Background: an optimization exercise with open tools, aiming at small area, a short achievable clock period and few clock cycles per item. Do not read the settings as production practice. Function was checked by simulation only, so behaviour that the tests miss may differ from the original. Power figures rest on the tool's default switching activity, not on a simulated workload.

===== flow/run.sh =====
#!/bin/bash
# synth_recipe.tcl (not shown) runs the flow's synth.tcl, then flattens the netlist and writes it again
# the make line also repeats each setting of config.mk as NAME=value (left out here)
make -C /OpenROAD-flow-scripts/flow DESIGN_CONFIG=/design/flow/config.mk WORK_HOME=/design/flow/orfs CLKGATE_MAP_FILE= SYNTH_SCRIPT=/design/flow/synth_recipe.tcl finish

===== flow/config.mk =====
export PLATFORM = sky130hd
export DESIGN_NAME = cnn_layer_top
export DESIGN_NICKNAME = cnn_layer_top
export VERILOG_FILES = /design/flow/design.v
export SDC_FILE = /design/flow/constraint.sdc
export NUM_CORES = 4
export LEC_CHECK = 0
export CAP_MARGIN = 20
export CORE_MARGIN = 2
export CORE_UTILIZATION = 40
export SLEW_MARGIN = 20

===== flow/constraint.sdc =====
create_clock -name core_clock -period 12.0 [get_ports {clk}]
set_input_delay 2.4000 -clock core_clock [delete_from_list [all_inputs] [get_ports {clk}]]
set_output_delay 2.4000 -clock core_clock [all_outputs]
set_load 0.01 [all_outputs]

===== flow/design.v =====
module sram_dp
#(
    parameter int WIDTH = 8,
    parameter int DEPTH = 32
)
(
    input  logic                     clk,
    input  logic                     i_we,
    input  logic [$clog2(DEPTH)-1:0] i_waddr,
    input  logic [WIDTH-1:0]         i_wdata,
    input  logic [$clog2(DEPTH)-1:0] i_raddr,
    output logic [WIDTH-1:0]         o_rdata
);
    logic [WIDTH-1:0] mem [0:DEPTH-1];
    always_ff @(posedge clk)
    begin
        if (i_we)
        begin
            mem[i_waddr] <= i_wdata;
        end
        o_rdata <= mem[i_raddr];
    end
endmodule
module layer_sequencer
(
    input  logic        clk,
    input  logic        reset,
    input  logic [15:0] i_rd_base,
    input  logic [15:0] i_wr_base,
    input  logic        i_load_done,
    input  logic        i_last_write,
    output logic [15:0] o_rd_base,
    output logic [15:0] o_wr_base,
    output logic        o_scan_start,
    output logic        o_done
);
    localparam logic [1:0] PH_LOAD    = 2'd0;
    localparam logic [1:0] PH_COMPUTE = 2'd1;
    localparam logic [1:0] PH_DONE    = 2'd2;
    logic [1:0] phase;
    always_ff @(posedge clk)
    begin
        if (reset)
        begin
            o_rd_base    <= i_rd_base;
            o_wr_base    <= i_wr_base;
            phase        <= PH_LOAD;
            o_scan_start <= 1'b0;
        end
        else
        begin
            o_scan_start <= 1'b0;
            case (phase)
                PH_LOAD:
                begin
                    if (i_load_done)
                    begin
                        phase        <= PH_COMPUTE;
                        o_scan_start <= 1'b1;
                    end
                end
                PH_COMPUTE:
                begin
                    if (i_last_write)
                    begin
                        phase <= PH_DONE;
                    end
                end
                default:
                begin
                    phase <= PH_DONE;
                end
            endcase
        end
    end
    assign o_done = (phase == PH_DONE);
endmodule
module dram_loader
(
    input  logic        clk,
    input  logic        reset,
    input  logic [15:0] i_rd_base,
    input  logic [7:0]  i_rd_data1,
    input  logic [7:0]  i_rd_data2,
    output logic [15:0] o_rd_addr1,
    output logic [15:0] o_rd_addr2,
    output logic        o_load_done,
    output logic        o_pix_we,
    output logic [4:0]  o_pix_addr,
    output logic [7:0]  o_pix_even,
    output logic [7:0]  o_pix_odd,
    output logic        o_w_we,
    output logic [3:0]  o_w_addr,
    output logic [7:0]  o_w_data
);
    localparam int N_WEIGHTS  = 9;
    localparam int N_PAIRS    = 8 * 8 / 2;
    localparam int PIX_OFFSET = 9;
    localparam int CNT_W      = $clog2(N_WEIGHTS + N_PAIRS);
    localparam logic [CNT_W-1:0] LAST_CNT = CNT_W'(N_WEIGHTS + N_PAIRS - 1);
    logic [CNT_W-1:0] fetch_cnt;
    logic [CNT_W-1:0] pair_idx;
    logic [CNT_W-1:0] fill_cnt;
    logic [CNT_W-1:0] fill_pair;
    logic             busy;
    logic             fill_valid;
    logic             fetch_weight;
    logic             fill_weight;
    logic [15:0]      fetch_off;
    always_comb
    begin
        fetch_weight = (fetch_cnt < CNT_W'(N_WEIGHTS));
        pair_idx     = fetch_cnt - CNT_W'(N_WEIGHTS);
        if (fetch_weight)
        begin
            fetch_off = 16'(fetch_cnt);
        end
        else
        begin
            fetch_off = 16'(PIX_OFFSET) + 16'({pair_idx, 1'b0});
        end
    end
    assign o_rd_addr1 = i_rd_base + fetch_off;
    assign o_rd_addr2 = fetch_weight ? o_rd_addr1 : o_rd_addr1 + 16'd1;
    always_ff @(posedge clk)
    begin
        if (reset)
        begin
            fetch_cnt  <= '0;
            busy       <= 1'b1;
            fill_valid <= 1'b0;
        end
        else
        begin
            fill_valid <= busy;
            if (busy)
            begin
                if (fetch_cnt == LAST_CNT)
                    busy <= 1'b0;
                else
                    fetch_cnt <= fetch_cnt + 1'b1;
            end
        end
    end
    always_ff @(posedge clk)
    begin
        fill_cnt <= fetch_cnt;
    end
    assign fill_weight = (fill_cnt < CNT_W'(N_WEIGHTS));
    assign fill_pair   = fill_cnt - CNT_W'(N_WEIGHTS);
    assign o_w_we     = fill_valid && fill_weight;
    assign o_w_addr   = fill_cnt[3:0];
    assign o_w_data   = i_rd_data1;
    assign o_pix_we   = fill_valid && !fill_weight;
    assign o_pix_addr = fill_pair[4:0];
    assign o_pix_even = i_rd_data1;
    assign o_pix_odd  = i_rd_data2;
    assign o_load_done = fill_valid && (fill_cnt == LAST_CNT);
endmodule
module window_scanner
(
    input  logic        clk,
    input  logic        reset,
    input  logic        i_scan_start,
    input  logic [7:0]  i_bank_even,
    input  logic [7:0]  i_bank_odd,
    input  logic [7:0]  i_weight,
    output logic [4:0]  o_bank_raddr,
    output logic [3:0]  o_w_raddr,
    output logic        o_scan_done,
    output logic        o_tap_valid,
    output logic [7:0]  o_pixel,
    output logic [7:0]  o_weight,
    output logic        o_last_tap,
    output logic        o_quad_last
);
    localparam int         FMAP_DIM    = 8;
    localparam int         CW          = 3;
    localparam logic [2:0] LAST_ORIGIN = 3'(FMAP_DIM - 2);
    logic       active;
    logic [2:0] quad_row;
    logic [2:0] quad_col;
    logic [1:0] win_cnt;
    logic [1:0] tap_row;
    logic [1:0] tap_col;
    logic [CW:0] row_ext;
    logic [CW:0] col_ext;
    logic [2:0]  pix_row;
    logic [2:0]  pix_col;
    logic        tap_pad;
    logic        last_tap;
    logic        quad_last;
    logic        final_tap;
    logic        parity_d;
    logic        pad_d;
    logic [3:0]  w_idx;
    always_comb
    begin
        row_ext   = {1'b0, quad_row} + (CW+1)'(win_cnt[1]) + (CW+1)'(tap_row);
        col_ext   = {1'b0, quad_col} + (CW+1)'(win_cnt[0]) + (CW+1)'(tap_col);
        pix_row   = 3'(row_ext - 1'b1);
        pix_col   = 3'(col_ext - 1'b1);
        tap_pad   = (row_ext == '0) || (row_ext > (CW+1)'(FMAP_DIM)) ||
                    (col_ext == '0) || (col_ext > (CW+1)'(FMAP_DIM));
        last_tap  = (tap_row == 2'd2) && (tap_col == 2'd2);
        quad_last = last_tap && (win_cnt == 2'd3);
        final_tap = quad_last && (quad_row == LAST_ORIGIN) && (quad_col == LAST_ORIGIN);
        w_idx     = 4'(tap_row) * 4'd3 + 4'(tap_col);
    end
    assign o_bank_raddr = {pix_row, pix_col[CW-1:1]};
    assign o_w_raddr    = w_idx;
    always_ff @(posedge clk)
    begin
        if (reset || i_scan_start)
        begin
            active   <= i_scan_start && !reset;
            quad_row <= '0;
            quad_col <= '0;
            win_cnt  <= '0;
            tap_row  <= '0;
            tap_col  <= '0;
        end
        else if (active)
        begin
            if (tap_col == 2'd2)
            begin
                tap_col <= '0;
                if (tap_row == 2'd2)
                begin
                    tap_row <= '0;
                    win_cnt <= win_cnt + 1'b1;
                    if (win_cnt == 2'd3)
                    begin
                        if (quad_col == LAST_ORIGIN)
                        begin
                            quad_col <= '0;
                            quad_row <= quad_row + 3'd2;
                            if (quad_row == LAST_ORIGIN)
                                active <= 1'b0;
                        end
                        else
                        begin
                            quad_col <= quad_col + 3'd2;
                        end
                    end
                end
                else
                begin
                    tap_row <= tap_row + 1'b1;
                end
            end
            else
            begin
                tap_col <= tap_col + 1'b1;
            end
        end
    end
    always_ff @(posedge clk)
    begin
        if (reset)
        begin
            o_tap_valid <= 1'b0;
            o_last_tap  <= 1'b0;
            o_quad_last <= 1'b0;
            o_scan_done <= 1'b0;
        end
        else
        begin
            o_tap_valid <= active;
            o_last_tap  <= active && last_tap;
            o_quad_last <= active && quad_last;
            o_scan_done <= active && final_tap;
        end
    end
    always_ff @(posedge clk)
    begin
        parity_d <= pix_col[0];
        pad_d    <= tap_pad;
    end
    assign o_pixel  = pad_d ? 8'd0 : (parity_d ? i_bank_odd : i_bank_even);
    assign o_weight = i_weight;
endmodule
module conv_pool_unit
(
    input  logic        clk,
    input  logic        reset,
    input  logic [15:0] i_wr_base,
    output logic        o_wr_en,
    output logic [15:0] o_wr_addr,
    output logic [7:0]  o_wr_data,
    output logic        o_last_write,
    input  logic        i_tap_valid,
    input  logic [7:0]  i_pixel,
    input  logic [7:0]  i_weight,
    input  logic        i_last_tap,
    input  logic        i_quad_last
);
    localparam int ACC_W     = 20;
    localparam int OUT_MAX   = 127;
    localparam int OUT_CNT_W = $clog2(8 * 8 / 4);
    localparam logic signed [ACC_W-1:0] CLAMP = ACC_W'(OUT_MAX);
    logic signed [ACC_W-1:0] acc;
    logic signed [ACC_W-1:0] prod;
    logic signed [ACC_W-1:0] win_sum;
    logic signed [ACC_W-1:0] relu;
    logic signed [ACC_W-1:0] pool_max;
    logic signed [ACC_W-1:0] pool_next;
    logic signed [ACC_W-1:0] pix_ext;
    logic signed [ACC_W-1:0] w_ext;
    logic [OUT_CNT_W-1:0]    wr_cnt;
    always_comb
    begin
        pix_ext   = ACC_W'($signed(i_pixel));
        w_ext     = ACC_W'($signed(i_weight));
        prod      = pix_ext * w_ext;
        win_sum   = acc + prod;
        relu      = (win_sum < $signed(ACC_W'(0))) ? ACC_W'(0) : win_sum;
        pool_next = (relu > pool_max) ? relu : pool_max;
    end
    always_ff @(posedge clk)
    begin
        if (reset)
        begin
            acc          <= '0;
            pool_max     <= '0;
            wr_cnt       <= '0;
            o_wr_en      <= 1'b0;
            o_last_write <= 1'b0;
        end
        else
        begin
            o_wr_en      <= 1'b0;
            o_last_write <= 1'b0;
            if (i_tap_valid)
            begin
                if (i_last_tap)
                begin
                    acc <= '0;
                    pool_max <= i_quad_last ? ACC_W'(0) : pool_next;
                end
                else
                begin
                    acc <= win_sum;
                end
                if (i_quad_last)
                begin
                    o_wr_en      <= 1'b1;
                    o_last_write <= &wr_cnt;
                    wr_cnt       <= wr_cnt + 1'b1;
                end
            end
        end
    end
    always_ff @(posedge clk)
    begin
        if (i_tap_valid && i_quad_last)
        begin
            o_wr_addr <= i_wr_base + 16'(wr_cnt);
            o_wr_data <= (pool_next > CLAMP) ? 8'(OUT_MAX) : pool_next[7:0];
        end
    end
endmodule
module cnn_layer_top
(
    input  logic        clk,
    input  logic        reset,
    input  logic [15:0] i_rd_base,
    input  logic [15:0] i_wr_base,
    output logic [15:0] o_rd_addr1,
    output logic [15:0] o_rd_addr2,
    input  logic [7:0]  i_rd_data1,
    input  logic [7:0]  i_rd_data2,
    output logic        o_wr_en,
    output logic [15:0] o_wr_addr,
    output logic [7:0]  o_wr_data,
    output logic        o_done
);
    localparam int BANK_DEPTH = 8 * 8 / 2;
    logic        pix_we;
    logic [4:0]  pix_addr;
    logic [7:0]  pix_even;
    logic [7:0]  pix_odd;
    logic        w_we;
    logic [3:0]  w_addr;
    logic [7:0]  w_data;
    logic        tap_valid;
    logic [7:0]  tap_pixel;
    logic [7:0]  tap_weight;
    logic        tap_last;
    logic        tap_quad_last;
    logic [15:0] rd_base;
    logic [15:0] wr_base;
    logic        load_done;
    logic        scan_start;
    logic        last_write;
    logic [4:0]  bank_raddr;
    logic [3:0]  w_raddr;
    logic [7:0]  bank_even_q;
    logic [7:0]  bank_odd_q;
    logic [7:0]  weight_q;
    layer_sequencer u_sequencer (
        .clk          (clk),
        .reset        (reset),
        .i_rd_base    (i_rd_base),
        .i_wr_base    (i_wr_base),
        .i_load_done  (load_done),
        .i_last_write (last_write),
        .o_rd_base    (rd_base),
        .o_wr_base    (wr_base),
        .o_scan_start (scan_start),
        .o_done       (o_done)
    );
    dram_loader u_loader (
        .clk         (clk),
        .reset       (reset),
        .i_rd_base   (rd_base),
        .i_rd_data1  (i_rd_data1),
        .i_rd_data2  (i_rd_data2),
        .o_rd_addr1  (o_rd_addr1),
        .o_rd_addr2  (o_rd_addr2),
        .o_load_done (load_done),
        .o_pix_we    (pix_we),
        .o_pix_addr  (pix_addr),
        .o_pix_even  (pix_even),
        .o_pix_odd   (pix_odd),
        .o_w_we      (w_we),
        .o_w_addr    (w_addr),
        .o_w_data    (w_data)
    );
    sram_dp #(.WIDTH(8), .DEPTH(BANK_DEPTH)) u_bank_even (
        .clk     (clk),
        .i_we    (pix_we),
        .i_waddr (pix_addr),
        .i_wdata (pix_even),
        .i_raddr (bank_raddr),
        .o_rdata (bank_even_q)
    );
    sram_dp #(.WIDTH(8), .DEPTH(BANK_DEPTH)) u_bank_odd (
        .clk     (clk),
        .i_we    (pix_we),
        .i_waddr (pix_addr),
        .i_wdata (pix_odd),
        .i_raddr (bank_raddr),
        .o_rdata (bank_odd_q)
    );
    sram_dp #(.WIDTH(8), .DEPTH(9)) u_wbuf (
        .clk     (clk),
        .i_we    (w_we),
        .i_waddr (w_addr),
        .i_wdata (w_data),
        .i_raddr (w_raddr),
        .o_rdata (weight_q)
    );
    window_scanner u_scanner (
        .clk          (clk),
        .reset        (reset),
        .i_scan_start (scan_start),
        .i_bank_even  (bank_even_q),
        .i_bank_odd   (bank_odd_q),
        .i_weight     (weight_q),
        .o_bank_raddr (bank_raddr),
        .o_w_raddr    (w_raddr),
        .o_scan_done  (),
        .o_tap_valid  (tap_valid),
        .o_pixel      (tap_pixel),
        .o_weight     (tap_weight),
        .o_last_tap   (tap_last),
        .o_quad_last  (tap_quad_last)
    );
    conv_pool_unit u_conv (
        .clk          (clk),
        .reset        (reset),
        .i_wr_base    (wr_base),
        .o_wr_en      (o_wr_en),
        .o_wr_addr    (o_wr_addr),
        .o_wr_data    (o_wr_data),
        .o_last_write (last_write),
        .i_tap_valid  (tap_valid),
        .i_pixel      (tap_pixel),
        .i_weight     (tap_weight),
        .i_last_tap   (tap_last),
        .i_quad_last  (tap_quad_last)
    );
endmodule

==> PnR_summary.wiki <==
{| class="wikitable"
! Metric !! Value
|-
| Status || finished clean
|-
| CP max stage delay || 0.84 ns
|-
| Highest-count cells in the layout ignoring fill and taps || sky130_fd_sc_hd__edfxtp_1, sky130_fd_sc_hd__mux4_2, sky130_fd_sc_hd__inv_1
|-
| Worst EP required || between 10 and 15 ns
|-
| Final cell utilization of the core || 46.5%
|-
| Sum Neg Setup Slack || 0 ns
|-
| Number of flops mapped to enable cells by yosys || between 600 and 700
|-
| Area of the core || around 83000 um^2
|-
| Row cnt || ~110
|-
| Instance area after placement || around 36000 um^2
|-
| Final clock skew || ~0.05 ns
|-
| Layout cell share with drive strength beyond 1 || between 10% and 20%
|-
| Cell-internal power || 0.00432 W
|-
| Via count of the first global-routing pass || 19.2k
|-
| Setup slack of the worst register-to-register path || 1.70 ns
|-
| DR vias/cell || 5.31
|-
| Crit Reg-Reg Endpoint || u_conv.o_wr_data[2]
|-
| Min Clock Period, post-route || between 10 and 15 ns
|-
| CP max stage cell || sky130_fd_sc_hd__xnor2_2
|-
| Maximum frequency from static timing analysis || 0.0971 GHz
|-
| Switching part of the total || 21.4%
|-
| Detailed-routing iteration count for the pre-antenna-repair pass || 5
|-
| TritonCTS Buffers || between 70 and 80
|-
| Total number of vias || 18.1k
|-
| Post-CTS repair timing setup buffer count || 0
|-
| Count of cells resized by post-cts repair || 0
|-
| Static leakage || approximately 13 nW
|-
| Clock power frac || between 40% and 50%
|-
| Die X || a little under 300 um
|-
| Clock tree from TritonCTS || done
|-
| Wire length after detailed routing || around 75000 um
|-
| Crit path from || u_scanner.parity_d
|-
| Cell repeated most along the worst path || sky130_fd_sc_hd__fa_1
|-
| Buffers plus inverters on the worst setup path || 1
|-
| Syn Area/Cell || around 16 um^2
|-
| RSZ-0062 raised after global routing || no
|-
| Post-Syn Nets || about 2.3k
|-
| Post-synthesis async set-or-reset flop share || 0%
|-
| Kind of capture point of the worst setup path || flop
|-
| WP data arrival || roughly 11 ns
|-
| Global-route wire length before repair || about 120000 um
|-
| Gp weighted congestion || just over 0.8
|-
| Number of nets still failing antenna checks after routing || 0
|-
| Synthesized instance count || between 2k and 2.5k
|-
| Net switching power of the design || between 0.001 and 0.0015 W
|-
| All-layer global routing usage || between 15 and 20%
|-
| Critical path's top delay family || adder cells
|-
| Hold slack || between 0.4 and 0.5 ns
|-
| Critical hold path startpoint || u_wbuf.mem[8][7]
|-
| Number of cells on the critical path || 34
|-
| R2r startpoint || u_scanner.parity_d
|-
| Skew-Pair Late Insertion Delay || about 0.64 ns
|-
| Sinks on the clock net || between 700 and 800
|-
| Final Max Slew Viols || 0
|-
| Initial cell density of the core || around two fifths
|-
| Primary FF master, synth || sky130_fd_sc_hd__edfxtp_1
|-
| Net count, final || 2474
|-
| Maximum fanout along the worst path || 22
|-
| Final-report setup violation count || 0
|-
| # IOs || ~110
|-
| Crit start category || flop
|-
| Cell area after technology mapping || approximately 34000 um^2
|-
| Unique cell type count in the Yosys netlist || 83
|-
| Global-route congestion overflow total || 0
|-
| Dpl hpwl || approximately 48000 um
|-
| Actual transition at the worst max-transition pin || between 1 and 1.5 ns
|-
| First-iteration detailed-routing DRC count || between 1k and 1.5k
|-
| Remaining DRCs || 0
|-
| Maxcap violations || 0
|-
| Design area || 38800 um^2
|-
| Worst Hold Class || reg2reg
|-
| Final hold violation count || 0
|-
| Clock root cell || sky130_fd_sc_hd__clkbuf_16
|-
| Pin count of the biggest net entering global routing || between 100 and 150
|-
| Relative slew slack || 30.2%
|-
| Peak supply drop || between 0.0001 and 0.00015 V
|-
| Sequential area share after synthesis || between 60% and 70%
|-
| Worst setup path endpoint || u_conv.o_wr_data[2]
|-
| Full die area || between 80000 and 90000 um^2
|-
| Sequential share of power || between 50 and 60%
|-
| Worst-case reg-to-reg path depth || 34
|-
| Category of the most critical setup path || reg2reg
|-
| Die Ht || 294 um
|-
| Combinational power share || about 4.5%
|-
| Final period util || around 86%
|-
| Avg WL per Cell || around 22 um
|-
| Most common cell after layout, fill and taps aside || sky130_fd_sc_hd__edfxtp_1
|-
| CTS HTree Levels || 3
|-
| Count of buffers from port buffering || between 100 and 150
|-
| Clock transition at the registers of the reported paths || about 0.06 ns
|-
| Max Buffers Root-to-Sink || 3
|-
| Number of storage elements in the synthesis netlist || 743
|-
| Yosys warning count || 6
|-
| Instance count along the most critical hold path || 2
|-
| Hold-fix buffer count after cts || 0
|-
| Antenna violations before repair || 4
|-
| Areal power density over the cells || roughly 140 nW/um^2
|-
| Area growth syn-to-layout || 15.5%
|}
[power by group through the flow]
| stage | clock network [W] | logic (W) | registers, W |
|---|---|---|---|
| floorplan | 0 | 0.000135 | 0.00289 |
| global placement | 0 | 0.000241 | 0.00289 |
| detailed placement | 0 | 0.000249 | 0.00290 |
| CTS | 0.00246 | 0.000250 | 0.00284 |
| global route | 0.00257 | 0.000274 | 0.00284 |
| finish | 0.00242 | 0.000247 | 0.00284 |
[cell type report]
type | instances | area (um^2)
Sequential cell | 743 | 21300
Clock buffer | 102 | 2130
Clock inverter | 43 | 492
Multi-Input combinational cell | 1135 | 11600
Fill cell | 7104 | 44600
Antenna cell | 1 | 2.50
Inverter | 148 | 556
Timing Repair Buffer | 155 | 1440
Tap cell | 1080 | 1350
[kinds of logic (layout without fill, tap and decap cells)]
kind of cell,count (synthesis),count (layout),synth area share [%]
and+or+nand+nor,453,453,6.79
muxes,212,212,12.9
adders and majority gates,162,162,7.42
xor gates and xnor gates,88,88,2.34
other,1,2,0.0112
buffers and inverters,225,448,2.60
DFF,743,743,63.4
AOI/OAI and AO/OA,219,219,4.56
[state kept, by name (all words and copies together), names as in the netlist, 6 cells and up]
signal                 flops
u_bank_even.mem          256
u_bank_even.o_rdata        8
u_bank_odd.mem           256
u_bank_odd.o_rdata         8
u_conv.acc                20
u_conv.o_wr_addr          16
u_conv.o_wr_data           8
u_conv.pool_max           20
u_loader.fetch_cnt         6
u_loader.fill_cnt          6
u_sequencer.o_rd_base     16
u_sequencer.o_wr_base     16
u_wbuf.mem                72
u_wbuf.o_rdata             8
[routing by layer]
metal | vias up | global-route usage [%] | part of all wire, %
li1 | 8332 | - | -
met3 | 115 | 2.94 | 4.3
met1 | 9306 | 22.9 | 43
met5 | - | 0 | 0.046
met2 | 339 | 30.5 | 51
met4 | 6 | 5.04 | 2.4
[through the flow]
step | total power [W] | setup slack (ns) | std cells
after floorplan | 0.00302 | 2.90 | 2103
after global placement | 0.00314 | 1.72 | 3255
after detailed placement | 0.00314 | 1.44 | 3260
after CTS | 0.00555 | 1.42 | 3405
after global routing | 0.00568 | 0.776 | 3406
final | 0.00550 | 1.70 | 3407
[synthesized netlist by cell type, drive strengths merged, types with 38 or more instances]
cell	count	area share, %
nand2	79	0.88
a21oi	66	0.99
xnor2	48	1.3
nor2	149	1.7
dfxtp	103	6.1
fa	62	3.7
clkbuf	49	0.55
edfxtp	640	57
inv	147	1.6
and2	47	0.88
o21ai	38	0.58
nor2b	43	0.80
ha	100	3.7
xor2	39	1.0
mux4	176	12
[worst min-delay path: cells and delay by family (launching register included)]
family           cells  cell delay, ns
AO/OA/AOI/OAI        1            0.05
flip-flops           1            0.32
AND/OR/NAND/NOR      1            0.05
[worst min path at each step]
stage,end,slack [ns]
after floorplan,u_loader.fill_cnt[5],0.33
after global placement,u_wbuf.o_rdata[5],0.44
after detailed placement,u_wbuf.o_rdata[7],0.44
after CTS,u_wbuf.o_rdata[7],0.46
after global routing,u_conv.pool_max[12],0.49
final,u_wbuf.o_rdata[7],0.45
Testbench counts, summed over its fixed seeds: cycles 39,808, layers 64.

## afterwards: timing with drivers on the ports
In the flow no input, the clock included, has a driving cell. The finished layout below was timed again as built, in two steps.
Step 1 sets driving cells, clkbuf_16 on the clock port and buf_2 on the other inputs (assumed; they add their load-dependent delay and slew).
Step 2 adds t to the input delays and takes it off the output delays; t is the mean of the earliest and latest rising clock arrival at the registers after step 1. Input paths then give back, and output paths get back, about the clock's delay inside the block.
Slacks: no drivers / after step 1 / after step 2; pairs: no drivers / after step 1.
shift t [ns]: 0.676
setup WS [ns]: 1.705 / 1.705 / 1.705
worst setup path after step 2: register to register
worst register clock-pin slew, ns: 0.06 / 0.06
After both steps this run still meets setup and hold. The setup slack of this run moves by 0.000 ns with the drivers and by 0.000 ns with both steps.
